Background: an optimization exercise with open tools, aiming at a short achievable clock period and few clock cycles per item. Do not read the settings as production practice.
RTL that was checked went through simulation tests only; none was proved equivalent to the original.
For runs 2 to 4, only the layout was checked, not whether the RTL still works.
The clock port is modelled as an ideal driver; clocking choices that lean on that would not hold on a real chip.
Power figures rest on the tool's default switching activity, not on a simulated workload.

==> flow/design.v, too long to show whole: its modules and the start of the top module <==
// module exec_alu: 26 lines
// module exec_mult: 1912 lines
// module complete_arbiter: 11 lines
// module complete_sorter: 80 lines
// module ex_stage: 139 lines
module ex_stage (
	input  logic                                      clock,
	input  logic                                      reset,
	input  logic [2-1:0]                 issue_valid,
	input  logic [2*2-1:0]               issue_unit,
	input  logic [2*3-1:0]               issue_op,
	input  logic [2*32-1:0]        issue_a,
	input  logic [2*32-1:0]        issue_b,
	input  logic [2*5-1:0]    issue_rob,
	input  logic [2*6-1:0]     issue_pr,
	output logic [2-1:0]              complete_valid,
	output logic [2*5-1:0] complete_rob,
	output logic [2*6-1:0]  complete_pr,
	output logic [2*32-1:0]     complete_value,
	output logic [3-1:0]                    unit_busy
);
  // ...
==> flow/flow/run.sh <==
#!/bin/bash
set -euo pipefail
here=$(pwd)
export POST_CTS_TCL=$here/flow/post_cts.tcl
bash standard.sh finish > $here/standard_flow.log 2>&1
==> flow/flow/post_cts.tcl <==
proc clk_collapse { maxport } {
  set block [ord::get_db_block]
  set cnet [$block findNet clock]
  while {1} {
    set loads {}
    foreach it [$cnet getITerms] { if {[$it isInputSignal]} { lappend loads $it } }
    set others [llength $loads]
    set best ""
    foreach it $loads {
      set inst [$it getInst]
      if {![string match "sky130_fd_sc_hd__clkbuf_*" [[$inst getMaster] getName]]} { continue }
      set n 0
      foreach o [[[$inst findITerm X] getNet] getITerms] { if {[$o isInputSignal]} { incr n } }
      if {$others - 1 + $n <= $maxport} { set best $inst; break }
    }
    if {$best eq ""} { break }
    set onet [[$best findITerm X] getNet]
    set sinks {}
    foreach o [$onet getITerms] { if {[$o isInputSignal]} { lappend sinks $o } }
    foreach o $sinks { $o disconnect; $o connect $cnet }
    puts "clk_collapse: removed [$best getName], the clock port now feeds [expr {$others - 1 + [llength $sinks]}] pins"
    [$best findITerm A] disconnect
    odb::dbInst_destroy $best
    odb::dbNet_destroy $onet
  }
}
clk_collapse 4
estimate_parasitics -placement
report_clock_latency
==> flow/standard.sh <==
#!/bin/bash
# synth_recipe.tcl (not shown) runs the flow's synth.tcl, then flattens the netlist and writes it again
# the make line also repeats each setting of config.mk as NAME=value (left out here)
make -C /OpenROAD-flow-scripts/flow DESIGN_CONFIG=/design/flow/config.mk WORK_HOME=/design/flow/orfs CLKGATE_MAP_FILE= SYNTH_SCRIPT=/design/flow/synth_recipe.tcl "${@:-finish}"
==> flow/config.mk <==
export PLATFORM = sky130hd
export DESIGN_NAME = ex_stage
export DESIGN_NICKNAME = ex_stage
export VERILOG_FILES = /design/flow/design.v
export SDC_FILE = /design/flow/constraint.sdc
export NUM_CORES = 4
export LEC_CHECK = 0
export ABC_CLOCK_PERIOD_IN_PS = 1500
export CAP_MARGIN = 20
export CORE_MARGIN = 2
export CORE_UTILIZATION = 50
export CTS_BUF_LIST = sky130_fd_sc_hd__clkbuf_16
export CTS_CLUSTER_DIAMETER = 80
export CTS_CLUSTER_SIZE = 25
export SETUP_SLACK_MARGIN = 4.6
export SLEW_MARGIN = 20
export TNS_END_PERCENT = 100
==> flow/constraint.sdc <==
create_clock -name core_clock -period 6.5 [get_ports {clock}]
set_input_delay 1.3000 -clock core_clock [delete_from_list [all_inputs] [get_ports {clock}]]
set_output_delay 1.3000 -clock core_clock [all_outputs]
set_load 0.01 [all_outputs]
==> results.txt, run 1 <==
Pwr:
- Of the total power, the share spent switching nets is 0.3327.
- In this run, power in the clock network comes to about 4.0 mW.
- Dividing total power by cell area gives a power density of between 300 and 400 nW/µm².

GRT:
- The first global-routing pass estimated 205,400 µm of wire.
- The number of global-route vias before repair is 29,400.

Yosys:
- After synthesis the netlist holds a flip-flop and latch count of 1,164.
- The part of the Yosys area used for sequential elements is 0.4982.
- Counting flops with a built-in enable in the synthesized netlist gives 0.
- Yosys attributes the largest share of cell area to sky130_fd_sc_hd__dfxtp_1 (50%), sky130_fd_sc_hd__fa_1 (8.4%), sky130_fd_sc_hd__ha_1 (7.7%).

Routing:
- In the final routed layout, each cell accounts on average for 25.75 µm.
- The met3 wirelength from detailed routing is approximately 11,000 µm.
- For this block, the initial DRC count from the detailed router was 2,788.
- The top layer used by detailed routing is met5.

Critical path:
- In this run the worst setup path terminates at unit_busy[0].
- In this run the number of cells on the critical path is 1.
- Together, buffers and inverters on the worst path number 1.
- The worst register-to-register path has a depth of 5.

Layout:
- The library cells used most frequently in the layout, excluding fill and tap cells, are sky130_fd_sc_hd__dfxtp_1 (1,030), sky130_fd_sc_hd__xnor2_1 (385), sky130_fd_sc_hd__a22oi_1 (257).
- The register with the highest flop count is mult_i.tree1_q.
- The cell class with the largest area share is multi-input combinational cells.
- The proportion of cell area spent on the clock network is 0.02893.
- The sequential cell area is 23,570 µm².

STA:
- Clock skew on the completed layout was measured at roughly 0.032 ns.
- The relative slew slack is 0.4171.

Outcome:
- The run finished with no timing, DRC or antenna violations.

Min path:
- The worst hold path belongs to the class reg2reg.
Testbench counts, summed over its fixed seeds: cycles 2,459, items 4,800.
==> module ex_stage, before the edit <==
module ex_stage (
	input  logic                                      clock,
	input  logic                                      reset,
	input  logic [2-1:0]                 issue_valid,
	input  logic [2*2-1:0]               issue_unit,
	input  logic [2*3-1:0]               issue_op,
	input  logic [2*32-1:0]        issue_a,
	input  logic [2*32-1:0]        issue_b,
	input  logic [2*5-1:0]    issue_rob,
	input  logic [2*6-1:0]     issue_pr,
	output logic [2-1:0]              complete_valid,
	output logic [2*5-1:0] complete_rob,
	output logic [2*6-1:0]  complete_pr,
	output logic [2*32-1:0]     complete_value,
	output logic [3-1:0]                    unit_busy
);
	localparam int NW  = 2;
	localparam int NS  = 2;
	localparam int XL  = 32;
	localparam int RB  = 5;
	localparam int PB  = 6;
	logic [NW-1:0]    v1_q;
	logic [NW-1:0]    mul1_q;
	logic [NW*3-1:0]  op1_q;
	logic [NW*XL-1:0] a1_q, b1_q;
	logic [NW*RB-1:0] rob1_q;
	logic [NW*PB-1:0] pr1_q;
	logic [3-1:0] busy_q;
	logic             msel;
	assign msel = issue_valid[1] && (issue_unit[3:2] == ex_pkg::UNIT_MULT);
	always_ff @(posedge clock) begin
		if (reset)
			v1_q <= '0;
		else
			v1_q <= issue_valid;
	end
	always_ff @(posedge clock)
		busy_q <= {3{reset}};
	always_ff @(posedge clock) begin
		for (int w = 0; w < NW; w++)
			mul1_q[w] <= issue_unit[w*2 +: 2] == ex_pkg::UNIT_MULT;
		op1_q  <= issue_op;
		a1_q   <= issue_a;
		b1_q   <= issue_b;
		rob1_q <= issue_rob;
		pr1_q  <= issue_pr;
	end
	assign unit_busy = busy_q;
	ex_pkg::xlen_t row_x, row_y;
	exec_mult mult_i (
		.clock(clock),
		.a(msel ? issue_a[XL +: XL] : issue_a[0 +: XL]),
		.b(msel ? issue_b[XL +: XL] : issue_b[0 +: XL]),
		.row_x(row_x), .row_y(row_y)
	);
	logic [NW*XL-1:0] lx, ly;
	logic [NW-1:0]    lc;
	logic [NS-1:0]    slot_valid;
	logic             swap;
	for (genvar w = 0; w < NW; w++) begin : g_alu
		exec_alu alu_i (
			.op(op1_q[w*3 +: 3]),
			.a(a1_q[w*XL +: XL]), .b(b1_q[w*XL +: XL]),
			.x(lx[w*XL +: XL]), .y(ly[w*XL +: XL]), .cin(lc[w])
		);
	end
	complete_arbiter arbiter_i (
		.lane_valid(v1_q), .lane_rob(rob1_q),
		.slot_valid(slot_valid), .swap(swap)
	);
	logic [NW*XL-1:0] lx2_q, ly2_q;
	logic [NW-1:0]    lc2_q;
	logic             swap2_q;
	logic [NS-1:0]    sv2_q;
	logic [NS-1:0]    smul2_q;
	logic [NS*RB-1:0] srob2_q;
	logic [NS*PB-1:0] spr2_q;
	always_ff @(posedge clock) begin
		if (reset)
			sv2_q <= '0;
		else
			sv2_q <= slot_valid;
	end
	always_ff @(posedge clock) begin
		lx2_q   <= lx;
		ly2_q   <= ly;
		lc2_q   <= lc;
		swap2_q <= swap;
		for (int s = 0; s < NS; s++) begin
			smul2_q[s]          <= swap ? v1_q[1-s] && mul1_q[1-s] : v1_q[s] && mul1_q[s];
			srob2_q[s*RB +: RB] <= swap ? rob1_q[(1-s)*RB +: RB] : rob1_q[s*RB +: RB];
			spr2_q[s*PB +: PB]  <= swap ? pr1_q[(1-s)*PB +: PB]  : pr1_q[s*PB +: PB];
		end
	end
	logic [NS-1:0]    sv3_q;
	logic [NS-1:0]    smul3_q;
	logic [NS*RB-1:0] srob3_q;
	logic [NS*PB-1:0] spr3_q;
	logic [NS*XL-1:0] sx3_q, sy3_q;
	logic [NS-1:0]    sc3_q;
	always_ff @(posedge clock) begin
		if (reset)
			sv3_q <= '0;
		else
			sv3_q <= sv2_q;
	end
	always_ff @(posedge clock) begin
		smul3_q <= smul2_q;
		srob3_q <= srob2_q;
		spr3_q  <= spr2_q;
		for (int s = 0; s < NS; s++) begin
			if (swap2_q) begin
				sx3_q[s*XL +: XL] <= lx2_q[(1-s)*XL +: XL];
				sy3_q[s*XL +: XL] <= ly2_q[(1-s)*XL +: XL];
				sc3_q[s]          <= lc2_q[1-s];
			end else begin
				sx3_q[s*XL +: XL] <= lx2_q[s*XL +: XL];
				sy3_q[s*XL +: XL] <= ly2_q[s*XL +: XL];
				sc3_q[s]          <= lc2_q[s];
			end
		end
	end
	logic [NS*XL-1:0] slot_x, slot_y;
	logic [NS-1:0]    slot_cin;
	always_comb begin
		for (int s = 0; s < NS; s++) begin
			slot_x[s*XL +: XL] = smul3_q[s] ? row_x : sx3_q[s*XL +: XL];
			slot_y[s*XL +: XL] = smul3_q[s] ? row_y : sy3_q[s*XL +: XL];
			slot_cin[s]        = !smul3_q[s] && sc3_q[s];
		end
	end
	complete_sorter sorter_i (
		.clock(clock), .reset(reset),
		.slot_valid(sv3_q), .slot_rob(srob3_q), .slot_pr(spr3_q),
		.slot_x(slot_x), .slot_y(slot_y), .slot_cin(slot_cin),
		.complete_valid(complete_valid), .complete_rob(complete_rob),
		.complete_pr(complete_pr), .complete_value(complete_value)
	);
endmodule
==> run 2, diff against run 1 <==
--- a/flow/design.v
+++ b/flow/design.v
@@ -46,36 +46,43 @@
 			ex_pkg::ALU_XOR:  x = a ^ b;
 			ex_pkg::ALU_SLTU: x = {{(32-1){1'b0}}, a < b};
 			default:          x = '0;
 		endcase
 	end
 endmodule
 `timescale 1ns/1ps
 module exec_mult (
-	input  logic                clock,
-	input  logic [32-1:0] a,
-	input  logic [32-1:0] b,
-	output logic [32-1:0] row_x,
-	output logic [32-1:0] row_y
+	input  logic                  clock,
+	input  logic                  sel,
+	input  logic [2*32-1:0] a,
+	input  logic [2*32-1:0] b,
+	output logic [32-1:0]   row_x,
+	output logic [32-1:0]   row_y
 );
 	localparam int ND = 32 / 2;
 	logic [32-1:0] mcand_q;
 	logic [ND-1:0]       one_q, two_q, neg_q;
-	logic [32:0]   bx;
-	assign bx = {b, 1'b0};
-	always_ff @(posedge clock) begin
-		mcand_q <= a;
-		for (int i = 0; i < ND; i++) begin
-			one_q[i] <= bx[2*i+1] ^ bx[2*i];
-			two_q[i] <= (bx[2*i+2] & ~bx[2*i+1] & ~bx[2*i])
+	logic [1:0][ND-1:0]  one_w, two_w, neg_w;
+	for (genvar w = 0; w < 2; w++) begin : g_way
+		logic [32:0] bx;
+		assign bx = {b[w*32 +: 32], 1'b0};
+		for (genvar i = 0; i < ND; i++) begin : g_digit
+			assign one_w[w][i] = bx[2*i+1] ^ bx[2*i];
+			assign two_w[w][i] = (bx[2*i+2] & ~bx[2*i+1] & ~bx[2*i])
 				| (~bx[2*i+2] & bx[2*i+1] & bx[2*i]);
-			neg_q[i] <= bx[2*i+2];
+			assign neg_w[w][i] = bx[2*i+2];
 		end
 	end
+	always_ff @(posedge clock) begin
+		mcand_q <= sel ? a[32 +: 32] : a[0 +: 32];
+		one_q   <= sel ? one_w[1] : one_w[0];
+		two_q   <= sel ? two_w[1] : two_w[0];
+		neg_q   <= sel ? neg_w[1] : neg_w[0];
+	end
 	logic pp_0_0;
 	logic pp_0_1;
 	logic pp_0_2;
 	logic pp_0_3;
 	logic pp_0_4;
 	logic pp_0_5;
 	logic pp_0_6;
 	logic pp_0_7;
@@ -2101,19 +2108,18 @@
 		a1_q   <= issue_a;
 		b1_q   <= issue_b;
 		rob1_q <= issue_rob;
 		pr1_q  <= issue_pr;
 	end
 	assign unit_busy = busy_q;
 	ex_pkg::xlen_t row_x, row_y;
 	exec_mult mult_i (
-		.clock(clock),
-		.a(msel ? issue_a[XL +: XL] : issue_a[0 +: XL]),
-		.b(msel ? issue_b[XL +: XL] : issue_b[0 +: XL]),
+		.clock(clock), .sel(msel),
+		.a(issue_a), .b(issue_b),
 		.row_x(row_x), .row_y(row_y)
 	);
 	logic [NW*XL-1:0] lx, ly;
 	logic [NW-1:0]    lc;
 	logic [NS-1:0]    slot_valid;
 	logic             swap;
 	for (genvar w = 0; w < NW; w++) begin : g_alu
 		exec_alu alu_i (
==> results.txt, run 2 <==
Outcome:
- The run finished with no timing, DRC or antenna violations.

Pwr:
- The internal power summed over all cells is 13.49 mW.
- For this design the total switching power over the nets is approximately 6.7 mW.
- The switching fraction of total power was 0.3308 (-0.001887).
- The proportion of power drawn by combinational gates is 0.340.
- The clock share of power is 0.192.
- VDD sags by at most 259.8 µV.
- The power density normalized to cell area came to 351.4 nW/µm² (-1.1%).
- The leakage power of the design is about 24 nW.
- The part of the power in registers is 0.468.

Layout:
- At the end of the flow, the number of nets in the layout was about 5,100.
- In the final layout, the registers with the most flip-flops are mult_i.tree1_q x224, mult_i.tree2_q x92.
- The library cell used most frequently in the layout, excluding fill and tap cells, is sky130_fd_sc_hd__dfxtp_1.
- The final non-filler cell area is 57,380 µm².
- The flip-flop count of the largest register, all copies and words added is 224.
- The final cell count without fillers is approximately 5,700.
- The fraction of layout instances using a drive strength above 1 is 0.2650.
- The register with the highest flop count is mult_i.tree1_q.
- The number of fill cells in the layout is 7,632.
- Compared with the post-synthesis result, the final layout area differs by 21.33%.
- In the layout the commonest cells are sky130_fd_sc_hd__dfxtp_1 (990), sky130_fd_sc_hd__xnor2_1 (385), sky130_fd_sc_hd__mux2_2 (258).

Critical path:
- By startpoint and endpoint, the worst setup path is classified as reg2out.
- The cell type group with the largest total delay on the critical path is flip-flops.
- The number of buffers and inverters on the critical path came to 1 (unchanged).
- Of all nets on the critical path, the largest fanout is 3.
- In this run the worst setup path terminates at unit_busy[0].
- Across all register-to-register paths, the minimum setup slack is 4.41 ns.
- For the worst setup path, the data arrival time is 0.96 ns.
- For the worst setup path, the data required time is roughly 5.2 ns.
- The worst reg-to-reg path cell count is 7 (+2).
- The worst setup path startpoint is busy_q[0].
- The reg-to-reg critical path startpoint is mult_i.tree2_q[82].
- STA classifies the critical path endpoint as an output pin.
- For this run, the slowest stage of the critical path takes 0.34 ns.
- The slowest stage of the critical path belongs to the cell sky130_fd_sc_hd__dfxtp_2.
- Traced cell by cell, the critical path runs through buf_2.
- The reg-to-reg endpoint is sorter_i.g_slot[1].g_q[30].
- The depth of the critical timing path with buffers and inverters included is 1 (unchanged).
- STA classifies the critical path startpoint as a flip-flop.

Routing:
- The residual antenna-violating net count after detailed routing is 0.
- The detailed-router iteration count before antenna repair is 7.
- The detailed router placed 31,100 vias in this run.
- The post-detailed-route DRC marker count is 0.
- The iteration-0 DRC count of the detailed router is 2,788 (unchanged).
- The sum of routed wire length over all layers is 145,300 µm.
- The average wire per standard cell was 25.34 µm (-1.6%).
- In the routed layout, each cell is associated on average with a via count of 5.422.

STA:
- Setup repair after global routing could not meet its margin everywhere.
- The final critical-path share of the clock period is 0.3477.
- The achievable clock frequency is 442.5 MHz.
- The count of endpoints failing hold in the final timing report was 0.
- The number of pins exceeding their max-slew limit in the final report is 0.
- For the final routed database, the setup TNS stands at 0 ns.
- Setup violations remaining at the end of the flow were counted as 0.
- The relative slew slack is 0.4692 (+0.05215).
- At the pin with the least slew margin, the transition time is ~0.80 ns.
- The routed design could run at a clock period as short as 2.260 ns.
- The worst clock skew is 0.02731 ns (-0.004288 ns).

Yosys:
- Sorting the synthesized cells by area gives the leading types as sky130_fd_sc_hd__dfxtp_1 (49%), sky130_fd_sc_hd__fa_1 (8.3%), sky130_fd_sc_hd__mux2_2 (7.7%).
- Synthesis handed over a netlist of ~4,200 instances.
- The number of enable flip-flop cells after synthesis came to 0 (unchanged).
- The post-synthesis async set-or-reset flop share is 0.
- During synthesis, Yosys emitted a total of 4 warnings.
- sky130_fd_sc_hd__dfxtp_1 is the most common cell in the netlist.
- The average instance area after synthesis is 11.32 µm².
- The most used flip-flop cell after synthesis is sky130_fd_sc_hd__dfxtp_1.
- The number of synthesized register bits is 1,164 (unchanged).
- The post-synth net total is 4,825.
- The part of the Yosys area used for sequential elements is 0.4928 (-0.005417).
- The synthesized design spends more area on one cell type than any other, namely sky130_fd_sc_hd__dfxtp_1.
- Counting distinct cell types in the post-synthesis netlist gives 48.
- The post-synth design cell area is ~47,000 µm².
- After synthesis, the most frequently instantiated cells are sky130_fd_sc_hd__dfxtp_1 (1,164), sky130_fd_sc_hd__xnor2_1 (395), sky130_fd_sc_hd__mux2_2 (322), sky130_fd_sc_hd__a22oi_1 (288), sky130_fd_sc_hd__ha_1 (287).
- The share of synthesized area in the top cell type comes to 0.4928.

Job:
- Max-cap violations in this run came to 0.

GRT:
- The global-route wire length before repair is 207,300 µm (+0.96%).
- The maximum number of pins on one net before global-route repair is 77.
- The number of global-route vias before repair is 30,370 (+3.3%).
- Global routing finished with a remaining overflow of 0.
- The initial antenna violation count is 14.
- Across every metal layer, demand over resource in global routing totals 0.2888.

Die:
- Measured along the y axis, the die boundary spans ~310 µm.
- The overall die width is between 300 and 400 µm.
- The die covers 97,060 µm².
- The starting utilization of the core area is 0.5059.
- The floorplan step defined a core boundary enclosing 93,470 µm².
- The number of rows in the core area is 112.
- The total I/O pin count is 255.

Clocking:
- TritonCTS built the clock tree.
- For this design, the sink count on the clock tree is 1,164.
- Clock-pin slew was measured on the worst setup and hold paths at 0.10 ns.
- Clock latency on the worst-skew pair, taken at its later pin, is 0.50 ns.

Min path:
- Along the worst hold path, the cell count comes to 0.
- The path class of the tightest hold or removal check is reg2reg.

Placed design:
- In this run the cell area measured after placement is 51,160 µm².
- Detailed placement ended at an HPWL of between 100,000 and 150,000 µm.
- The quantity of I/O buffers inserted on ports is 254.
- Counting tap cells, the placed design contains a total of 5,512 instances.
- At the end of routability-driven placement, the weighted congestion stood at 0.9045.
## run 2: cell count changes in the layout (fill, tap and decap cells not counted), sizes merged, moves of 5 or more
| cell | change |
|---|---|
| nor2 | +59 |
| clkdlybuf4s50 | -49 |
| dlymetal6s2s | +49 |
| a21oi | +32 |
| mux2i | -28 |
| nand2 | +25 |
| a211oi | +15 |
| mux2 | +15 |
| xor2 | +15 |
| nand3 | -14 |
| inv | -9 |
| clkbuf | +8 |
| buf | -6 |
| clkinv | -5 |
## run 2: logic make-up (layout without fill, tap and decap cells)
group                    count (synthesis)  after routing  share of synthesized area
multiplexers                           326            326                    0.07755
adder cells (fa/ha/maj)                483            483                     0.1589
XOR/XNOR                               462            462                    0.08556
AO/OA/AOI/OAI                          734            735                    0.09993
AND/OR/NAND/NOR                        539            544                    0.04678
buffers and inverters                  470            762                    0.03852
flip-flops                            1164           1164                     0.4928
other                                    0              5                          0
## run 2: worst min path at each step
stage,from,endpoint,slack [ns]
after detailed placement,mult_i.tree1_q[14],mult_i.tree2_q[13],0.31
final,mult_i.tree1_q[11],mult_i.tree2_q[10],0.33
after floorplan,mult_i.tree1_q[0],mult_i.tree2_q[0],0.31
after global placement,sorter_i.pr_q[7],sorter_i.complete_pr[7],0.31
after global routing,mult_i.tree1_q[14],mult_i.tree2_q[13],0.32
## run 2: metal layers
| metal | track usage | part of all wire | vias to the layer above |
|---|---|---|---|
| met1 | 0.4157 | 0.45 | 15260 |
| met4 | 0.09245 | 0.038 | 10 |
| met3 | 0.04705 | 0.071 | 222 |
| li1 | - | - | 14470 |
| met2 | 0.4433 | 0.44 | 1134 |
| met5 | 0 | 0.00063 | - |
## run 2: power by group through the flow
stage          sequential, mW  clock (mW)  combinational (mW)
5_1_grt                  9.56        4.20                7.49
6_report                 9.43        3.87                6.86
3_5_place_dp             9.53           0                5.90
3_3_place_gp             9.51           0                5.85
2_1_floorplan            9.28           0                3.50
## run 2: final cells by class
cell class,instances,area (µm²),area share
multi-input combinational,2550,24400,0.4252
inverter,237,894.6,0.01559
timing repair buffer,452,5293,0.09224
sequential,1164,23640,0.4119
clock inverter,19,222.7,0.003882
antenna,5,12.51,0.0002181
clock buffer,54,1351,0.02355
tap,1254,1569,0.02735
## run 2: stage by stage
stage               hold WS (ns)  total power, mW  setup WS [ns]  utilization
floorplan                 0.3096            12.77          4.294            -
global placement          0.3096            15.36          2.951       0.5473
finish                    0.3262            20.16          4.240       0.6138
global route              0.3212            21.25          4.183       0.6138
detailed placement        0.3121            15.43          2.946       0.5473
==> run 3, diff against run 2 <==
==> flow/flow/run.sh (replaced) <==
#!/bin/bash
set -euo pipefail
here=$(pwd)
export POST_CTS_TCL=$here/flow/post_cts.tcl
bash standard.sh ADDER_MAP_FILE= finish > $here/standard_flow.log 2>&1
==> results.txt, run 3 <==
Outcome:
- The flow ran to the end and the layout has no timing, DRC or antenna violations.

Layout:
- The final non-filler cell area is 57,110 µm² (-0.46%).
- The net count reported at finish is 4,991 (-2.3%).
- The register with the highest flop count is mult_i.tree1_q.
- The number of fill cells in the layout is 7,768 (+1.8%).
- The area growth from synthesis to layout is 20.87%.
- The footprint of the multi-input gates is 25,130 µm² (+3.0%).
- Leaving out fill and tap cells, the most frequent cell in the layout is sky130_fd_sc_hd__dfxtp_1.
- The sequential cell area is 23,500 µm² (-0.57%).
- The fraction of layout instances using a drive strength above 1 is 0.1977 (-0.06728).
- The flip-flop count of the largest register, all copies and words added is 224 (unchanged).
- In the layout the commonest cells are sky130_fd_sc_hd__dfxtp_1 (1,058), sky130_fd_sc_hd__xnor2_1 (714), sky130_fd_sc_hd__nand2_1 (278).
- The largest registers in the layout are mult_i.tree1_q x224, mult_i.tree2_q x92.

Placed design:
- The quantity of I/O buffers inserted on ports came to 254 (unchanged).
- The routability-driven placement congestion ratio is 0.9060 (+0.17%).
- The placed wire-length estimate came to 104,000 µm (+2.9%).
- The placed instance area came to 51,110 µm² (-0.10%).

Routing:
- The post-detailed-route DRC marker count came to 0 (unchanged).
- The residual antenna-violating net count after detailed routing is 0 (unchanged).
- The detail-routed via count per cell is 5.544 (+2.3%).
- The sum of routed wire length over all layers is 152,600 µm (+5.0%).
- The detailed-router iteration count before antenna repair is 8 (+1).
- The via total after detailed routing is 33,890 (+9.0%).
- The iteration-0 DRC count of the detailed router is 3,186 (+14%).
- The average wire per standard cell came to 24.96 µm (-1.5%).

Min path:
- In this run the worst hold path is classified as reg2reg.

Yosys:
- The average instance area after synthesis was 10.36 µm² (-8.5%).
- The number of warning messages in the yosys log is 4 (unchanged).
- The number of instances in the synthesized netlist is 4,560 (+9.1%).
- Yosys attributes the largest share of cell area to sky130_fd_sc_hd__dfxtp_1 (49%), sky130_fd_sc_hd__xnor2_1 (14%), sky130_fd_sc_hd__mux2_2 (4.7%).
- In the synthesized netlist, the cells that appear most often are sky130_fd_sc_hd__dfxtp_1 (1,164), sky130_fd_sc_hd__xnor2_1 (745), sky130_fd_sc_hd__nand2_1 (289), sky130_fd_sc_hd__nor2_1 (264), sky130_fd_sc_hd__a22oi_1 (258).
- The leading register cell type out of synthesis is sky130_fd_sc_hd__dfxtp_1.
- The number of synthesized register bits was 1,164 (unchanged).
- The number of distinct library cells after synthesis is 55 (+15%).
- In the post-synthesis netlist, the cell with the most instances is sky130_fd_sc_hd__dfxtp_1.
- The post-synth net total is 4,724 (-2.1%).
- The fraction of synthesized cell area taken by the top area cell type is 0.4932 (about the same).
- The number of enable flip-flop cells after synthesis is 0 (unchanged).
- The top cell type by total area after synthesis is sky130_fd_sc_hd__dfxtp_1.
- The part of the Yosys area used for sequential elements is 0.4932 (about the same).
- The post-synth design cell area came to 47,250 µm² (about the same).
- The post-synthesis async set-or-reset flop share is 0 (unchanged).

Die:
- The placeable core region is 93,470 µm² (unchanged).
- The total I/O pin count is 255 (unchanged).
- The starting utilization of the core area is 0.5055 (about the same).
- The vertical die dimension is 311.4 µm (about the same).
- The number of rows in the core area is 112 (unchanged).
- The total die area is 96,970 µm² (about the same).
- The overall die width came to 311.4 µm (about the same).

STA:
- The final critical-path share of the clock period was 0.3632 (+0.01547).
- The relative slew slack is 0.4331 (-0.03612).
- The transition at the pin with the smallest max-transition slack was 0.8415 ns (+0.04529 ns).
- The clock period minus worst slack is 2.361 ns (+0.1006 ns).
- The number of setup violations in the final report is 0 (unchanged).
- The worst clock skew is 0.03564 ns (+0.008324 ns).
- The number of pins exceeding their max-slew limit in the final report is 0 (unchanged).
- The summed negative setup slack over all endpoints was 0 ns (unchanged).
- The achievable clock frequency is 423.6 MHz (-4.3%).
- The count of endpoints failing hold in the final timing report came to 0 (unchanged).
- Setup repair after global routing could not meet its margin everywhere.

GRT:
- The total track usage is 0.3019 (+0.01312).
- The global-route wire length before repair is 216,200 µm (+4.3%).
- The maximum number of pins on one net before global-route repair is 67 (-13%).
- The remaining global-route overflow is 0 (unchanged).
- The initial antenna violation count is 21 (+7).
- The number of global-route vias before repair is 31,250 (+2.9%).

Pwr:
- The power density normalized to cell area is 399.5 nW/µm² (+14%).
- The leakage power of the design was 21.79 nW (-8.6%).
- The maximum resistive drop on vdd is 328.4 µV (+26%).

Critical path:
- The data required time at the worst endpoint is 6.87 ns (+1.67 ns).
- The sort of element at the end of the critical path is a flip-flop.
- STA classifies the critical path startpoint as a flip-flop.
- The critical path in this run is classified as reg2reg.
- The top fanout value on the critical path was 6 (+3).
- The worst endpoint data arrival time is 2.73 ns (+1.77 ns).

Job:
- The max-capacitance violation count is 0 (unchanged).

Clocking:
- The number of clock sinks is 1,164 (unchanged).
- The CTS tree is built.
- The worst-skew pair later-pin latency came to 0.50 ns (about the same).
- The clock slew at the register clock pins of the worst setup and hold paths was 0.09 ns (about the same).
## run 3: cell types whose count changed after synthesis, sizes merged, moves of 44 or more
cell,delta
nor2b,+97
ha,-287
mux2i,+104
nand2,+84
o211ai,-44
a21oi,+58
xor2,+124
inv,-179
maj3,+188
fa,-196
o22ai,+75
a2bb2oi,+62
mux2,-119
xnor2,+350
## run 3: per-layer routing
layer | up-vias | GRT usage | part of all wire
met2 | 1321 | 0.4546 | 0.43
met1 | 16270 | 0.4384 | 0.46
met4 | 4 | 0.1110 | 0.039
met5 | - | 0 | 0.00016
met3 | 264 | 0.04326 | 0.072
li1 | 16040 | - | -
## run 3: final cells by class
cell class              count  area share
repair buffers            440     0.08560
multi-input cells        3106      0.4400
flip-flops and latches   1164      0.4115
clock buffers              58     0.02541
inverters                  57    0.004119
clock inverters            25    0.005280
well taps                1254     0.02747
diodes                      8   0.0003505
repair inverters            1   0.0002848
## run 3: worst paths after layout
check	cells after the start	startpoint	to	slack [ns]
worst max-delay path	7	rob1_q[5]	spr2_q[10]	4.14
worst min-delay path	0	spr3_q[7]	sorter_i.pr_q[7]	0.33
worst max register to register	7	rob1_q[5]	spr2_q[10]	4.14
worst min register to register	0	spr3_q[7]	sorter_i.pr_q[7]	0.33
## run 3: critical path: stages, from the launching register on
cell                       delay [ns]
sky130_fd_sc_hd__dfxtp_2         0.33
sky130_fd_sc_hd__nand2b_4        0.13
sky130_fd_sc_hd__maj3_2          0.35
sky130_fd_sc_hd__maj3_2          0.42
sky130_fd_sc_hd__a211oi_4        0.28
sky130_fd_sc_hd__o31ai_4         0.13
sky130_fd_sc_hd__bufinv_8        0.30
sky130_fd_sc_hd__mux2_4          0.31
## run 3: cells by family after synthesis
group	after synthesis	share of synthesized area
buffers and inverters	297	0.02471
xor gates and xnor gates	938	0.1745
adders and majority gates	188	0.03993
AOI/OAI and AO/OA	851	0.1173
muxes	311	0.07129
DFF	1164	0.4932
and+or+nand+nor	811	0.07910
## run 3: per-stage QoR
| step | setup slack [ns] | power (mW) | util | hold WS [ns] | cells |
|---|---|---|---|---|---|
| global placement | 2.796 | 17.40 | 0.5468 | 0.3095 | 5875 |
| detailed placement | 2.771 | 17.48 | 0.5468 | 0.3121 | 5875 |
| floorplan | 4.279 | 14.82 | - | 0.3096 | 4560 |
| global route | 4.108 | 23.87 | 0.6109 | 0.3269 | 6108 |
| finish | 4.139 | 22.82 | 0.6110 | 0.3259 | 6113 |
## run 3: power by group
| group | switching [mW] | leakage [nW] | internal, mW |
|---|---|---|---|
| combinational | 4.92 | 11.2 | 4.15 |
| clock | 2.38 | 0.872 | 1.75 |
| sequential | 1.03 | 9.75 | 8.58 |
==> run 4, diff against run 3 <==
==> flow/flow/run.sh (replaced) <==
#!/bin/bash
set -euo pipefail
here=$(pwd)
export POST_CTS_TCL=$here/flow/post_cts.tcl
bash standard.sh finish > $here/standard_flow.log 2>&1
--- a/flow/flow/post_cts.tcl
+++ b/flow/flow/post_cts.tcl
@@ -29 +29,32 @@
 report_clock_latency
+
+# Flip-flops that drive an output port's buffer get the strongest drive of their cell type.
+proc upsize_output_flops {} {
+  set block [ord::get_db_block]
+  set db [ord::get_db]
+  set n 0
+  foreach bt [$block getBTerms] {
+    if {[$bt getIoType] ne "OUTPUT"} { continue }
+    set net [$bt getNet]
+    foreach it [$net getITerms] {
+      if {![$it isOutputSignal]} { continue }
+      set buf [$it getInst]
+      set a [$buf findITerm A]
+      if {$a eq "NULL" || $a eq ""} { continue }
+      set inet [$a getNet]
+      foreach d [$inet getITerms] {
+        if {![$d isOutputSignal]} { continue }
+        set ff [$d getInst]
+        set m [[$ff getMaster] getName]
+        if {[regexp {^sky130_fd_sc_hd__dfxtp_[12]$} $m]} {
+          $ff swapMaster [$db findMaster sky130_fd_sc_hd__dfxtp_4]
+          incr n
+        }
+      }
+    }
+  }
+  puts "upsize_output_flops: $n flip-flops now dfxtp_4"
+}
+upsize_output_flops
+detailed_placement
+estimate_parasitics -placement
==> results.txt, run 4 <==
Outcome:
- The flow ran to the end and the layout has no timing, DRC or antenna violations.

Job:
- The max-capacitance violation count is 0 (unchanged).

GRT:
- The global-route wire length before repair came to 207,800 µm (-3.9%).
- The number of global-route vias before repair came to 30,460 (-2.5%).
- The initial antenna violation count came to 13 (-38%).
- The remaining global-route overflow came to 0 (unchanged).
- The maximum number of pins on one net before global-route repair was 77 (+15%).
- The total track usage is 0.2893 (-0.01260).

Layout:
- Leaving out fill and tap cells, the most frequent cell in the layout is sky130_fd_sc_hd__dfxtp_1.
- The register with the most flip-flops in the final layout is mult_i.tree1_q.
- The net count reported at finish is 5,106 (+2.3%).
- From synthesis to final layout, the design area changed by 22.29%.
- The fraction of the core area covered by cells at the end of the flow is 0.6187 (+0.007684).
- The final non-filler cell area is 57,830 µm² (+1.3%).
- The number of fill cells in the layout is 7,552 (-2.8%).
- In the final layout, the registers with the most flip-flops are mult_i.tree1_q x224, mult_i.tree2_q x92.
- The fraction of layout instances using a drive strength above 1 is 0.2717 (+0.07398).
- In the layout the commonest cells are sky130_fd_sc_hd__dfxtp_1 (962), sky130_fd_sc_hd__xnor2_1 (384), sky130_fd_sc_hd__mux2_2 (258).
- The flip-flop count of the largest register, all copies and words added is 224 (unchanged).

Yosys:
- Ranked by total cell area, the synthesized netlist is headed by sky130_fd_sc_hd__dfxtp_1 (49%), sky130_fd_sc_hd__fa_1 (8.3%), sky130_fd_sc_hd__mux2_2 (7.7%).
- The post-synthesis async set-or-reset flop share came to 0 (unchanged).
- The post-synth design cell area is 47,290 µm² (about the same).
- Counting instances in the post-synthesis netlist gives the leading cell types as sky130_fd_sc_hd__dfxtp_1 (1,164), sky130_fd_sc_hd__xnor2_1 (395), sky130_fd_sc_hd__mux2_2 (322), sky130_fd_sc_hd__a22oi_1 (288), sky130_fd_sc_hd__ha_1 (287).
- The number of synthesized register bits is 1,164 (unchanged).
- The part of the Yosys area used for sequential elements is 0.4928 (about the same).
- Among all cell types in the netlist, the one instantiated most often is sky130_fd_sc_hd__dfxtp_1.
- The number of warning messages in the yosys log came to 4 (unchanged).
- The fraction of synthesized cell area taken by the top area cell type is 0.4928 (about the same).
- The post-synth net total is 4,825 (+2.1%).
- The average instance area after synthesis is 11.32 µm² (+9.2%).
- The most used flip-flop cell after synthesis is sky130_fd_sc_hd__dfxtp_1.
- The number of distinct library cells after synthesis came to 48 (-13%).
- The synthesized design spends more area on one cell type than any other, namely sky130_fd_sc_hd__dfxtp_1.
- The number of instances in the synthesized netlist is 4,178 (-8.4%).
- The number of enable flip-flop cells after synthesis is 0 (unchanged).

Die:
- The total I/O pin count was 255 (unchanged).
- The vertical die dimension is 311.5 µm (about the same).
- The number of rows in the core area is 112 (unchanged).
- The starting utilization of the core area is 0.5059 (about the same).
- The total die area is 97,060 µm² (about the same).
- The placeable core region came to 93,470 µm² (unchanged).
- The overall die width was 311.5 µm (about the same).

Routing:
- The post-detailed-route DRC marker count was 0 (unchanged).
- The detail-routed via count per cell is 5.436 (-2.0%).
- The average wire per standard cell is 25.37 µm (+1.7%).
- The residual antenna-violating net count after detailed routing came to 0 (unchanged).
- The via total after detailed routing is 31,160 (-8.1%).
- The sum of routed wire length over all layers is 145,500 µm (-4.7%).
- The iteration-0 DRC count of the detailed router is 2,645 (-17%).
- The detailed-router iteration count before antenna repair is 5 (-3).

STA:
- The final critical-path share of the clock period was 0.3503 (-0.01291).
- The relative slew slack is 0.4656 (+0.03246).
- The clock period minus worst slack is 2.277 ns (-0.08390 ns).
- The worst clock skew is 0.02763 ns (-0.008012 ns).
- The transition at the pin with the smallest max-transition slack is 0.8017 ns (-0.03979 ns).
- The count of endpoints failing hold in the final timing report was 0 (unchanged).
- Setup repair after global routing could not meet its margin everywhere.
- The number of setup violations in the final report is 0 (unchanged).
- The summed negative setup slack over all endpoints is 0 ns (unchanged).
- The number of pins exceeding their max-slew limit in the final report is 0 (unchanged).
- The achievable clock frequency is 439.2 MHz (+3.7%).

Critical path:
- The startpoint identified for the worst register-to-register timing path is mult_i.tree2_q[82].
- The worst endpoint data arrival time is 0.98 ns (-1.75 ns).
- The data required time at the worst endpoint is 5.20 ns (-1.67 ns).
- By startpoint and endpoint, the worst setup path is classified as reg2out.
- STA classifies the critical path startpoint as a flip-flop.
- The number of buffers and inverters on the critical path is 1 (unchanged).
- The delay of the slowest cell on the worst path is 0.37 ns (-0.05 ns).
- The cell type group with the largest total delay on the critical path is flip-flops.
- The critical path goes through buf_6.
- The sort of element at the end of the critical path is an output pin.
- The critical path starts at busy_q[0].
- The cell at the slowest stage of the critical path is sky130_fd_sc_hd__dfxtp_4.
- The top fanout value on the critical path came to 3 (-3).

Pwr:
- The clock share of power came to 0.191 (+0.010).
- The part of the power in registers is 0.469 (+0.048).
- The leakage power of the design is 23.94 nW (+9.8%).
- The maximum resistive drop on vdd is 259.5 µV (-21%).
- The internal power summed over all cells is 13.60 mW (-6.1%).
- The power density normalized to cell area was 350.4 nW/µm² (-12%).
- The switching power was 6.669 mW (-20%).
- The switching fraction of total power is 0.3291 (-0.03619).
- The proportion of power drawn by combinational gates was 0.340 (-0.058).

Placed design:
- The placed instance area is 51,160 µm² (+0.10%).
- The placed wire-length estimate came to 101,100 µm (-2.8%).
- The quantity of I/O buffers inserted on ports came to 254 (unchanged).
- The routability-driven placement congestion ratio is 0.9045 (-0.17%).

Min path:
- The path type of the worst min-delay path is reg2reg.
- The launch instance of the worst min-delay path is mult_i.tree1_q[10].

Clocking:
- The worst-skew pair later-pin latency came to 0.50 ns (about the same).
- The clock slew at the register clock pins of the worst setup and hold paths came to 0.10 ns (about the same).
- TritonCTS built the clock tree.
- The number of clock sinks is 1,164 (unchanged).
==> run 4: changes by cell type after synthesis, sizes merged, moves of 58 or more <==
cell / change
ha: +287
fa: +196
xnor2: -350
o22ai: -75
nor2b: -97
mux2i: -104
a21oi: -58
nand2: -84
xor2: -124
maj3: -188
mux2: +119
a2bb2oi: -62
inv: +179
==> run 4: cell type report <==
class	instances	area (µm²)	share of cell area
multi-input cells	2550	24410	0.4221
flip-flops and latches	1164	23890	0.4132
clock buffers	54	1351	0.02337
repair buffers	452	5483	0.09481
well taps	1254	1569	0.02713
clock inverters	19	222.7	0.003851
inverters	237	894.6	0.01547
diodes	3	7.507	0.0001298
==> run 4: power groups by stage <==
stage | combinational [mW] | clock [mW] | sequential, mW
2_1_floorplan | 3.50 | 0 | 9.28
3_3_place_gp | 5.85 | 0 | 9.51
3_5_place_dp | 5.90 | 0 | 9.53
5_1_grt | 7.55 | 4.20 | 9.63
6_report | 6.90 | 3.87 | 9.49
==> run 4: metal layers <==
metal  global-route usage  up-vias  wire length (µm)
li1                     -    14460                 -
met4              0.09124        8              5225
met1               0.4165    15280             65110
met2               0.4454     1210             64660
met3              0.04625      205             10390
met5                    0        -                79
==> run 4: cells by family after synthesis <==
logic type	share of synthesized area
simple gates	0.04678
compound gates	0.09993
flops	0.4928
fa+ha+maj	0.1589
buf+inv	0.03852
xor+xnor	0.08556
mux	0.07755
==> run 4: worst paths after layout <==
path / end / slack [ns] / cells after the start
worst max-delay path: unit_busy[2] / 4.22 / 1
worst min register to register: mult_i.tree2_q[9] / 0.33 / 0
worst min-delay path: mult_i.tree2_q[9] / 0.33 / 0
worst max register to register: sorter_i.g_slot[1].g_q[30] / 4.41 / 7
==> run 4: through the flow <==
stage	cells	setup slack [ns]	power, mW	hold slack, ns
after floorplan	4178	4.294	12.77	0.3096
after global placement	5512	2.951	15.36	0.3096
after detailed placement	5512	2.946	15.43	0.3121
after global routing	5732	4.182	21.38	0.3212
final	5733	4.223	20.27	0.3257

[afterwards: timing with drivers on the ports]
The flow's constraints put no driver on any port. The routed layouts listed below were extracted and timed again, unchanged, in two steps.
Step 1: set_driving_cell puts a clkbuf_16 on clock and a buf_2 on each other input, an assumption about the parent block.
Step 2 adds t to the input delays and takes it off the output delays; t is the mean of the earliest and latest rising clock arrival at the registers after step 1. Input paths then give back, and output paths get back, about the clock's delay inside the block.
Slacks: ideal / step 1 / step 2; pairs: ideal / step 1.
run | t (ns) | slack for setup (ns) | latest minus earliest clock arrival (ns)
run 1 | 0.644 | 4.241 / 4.085 / 3.784 | 0.035 / 0.036
run 2 | 0.625 | 4.240 / 4.097 / 3.988 | 0.030 / 0.029
run 3 | 0.629 | 4.139 / 4.073 / 4.031 | 0.040 / 0.040
run 4 | 0.625 | 4.223 / 4.081 / 3.980 | 0.029 / 0.029
After both steps setup and hold are still met in every run listed. For run 1, which loses most, drivers alone change the setup slack by -0.156 ns; drivers and shift together by -0.457 ns.
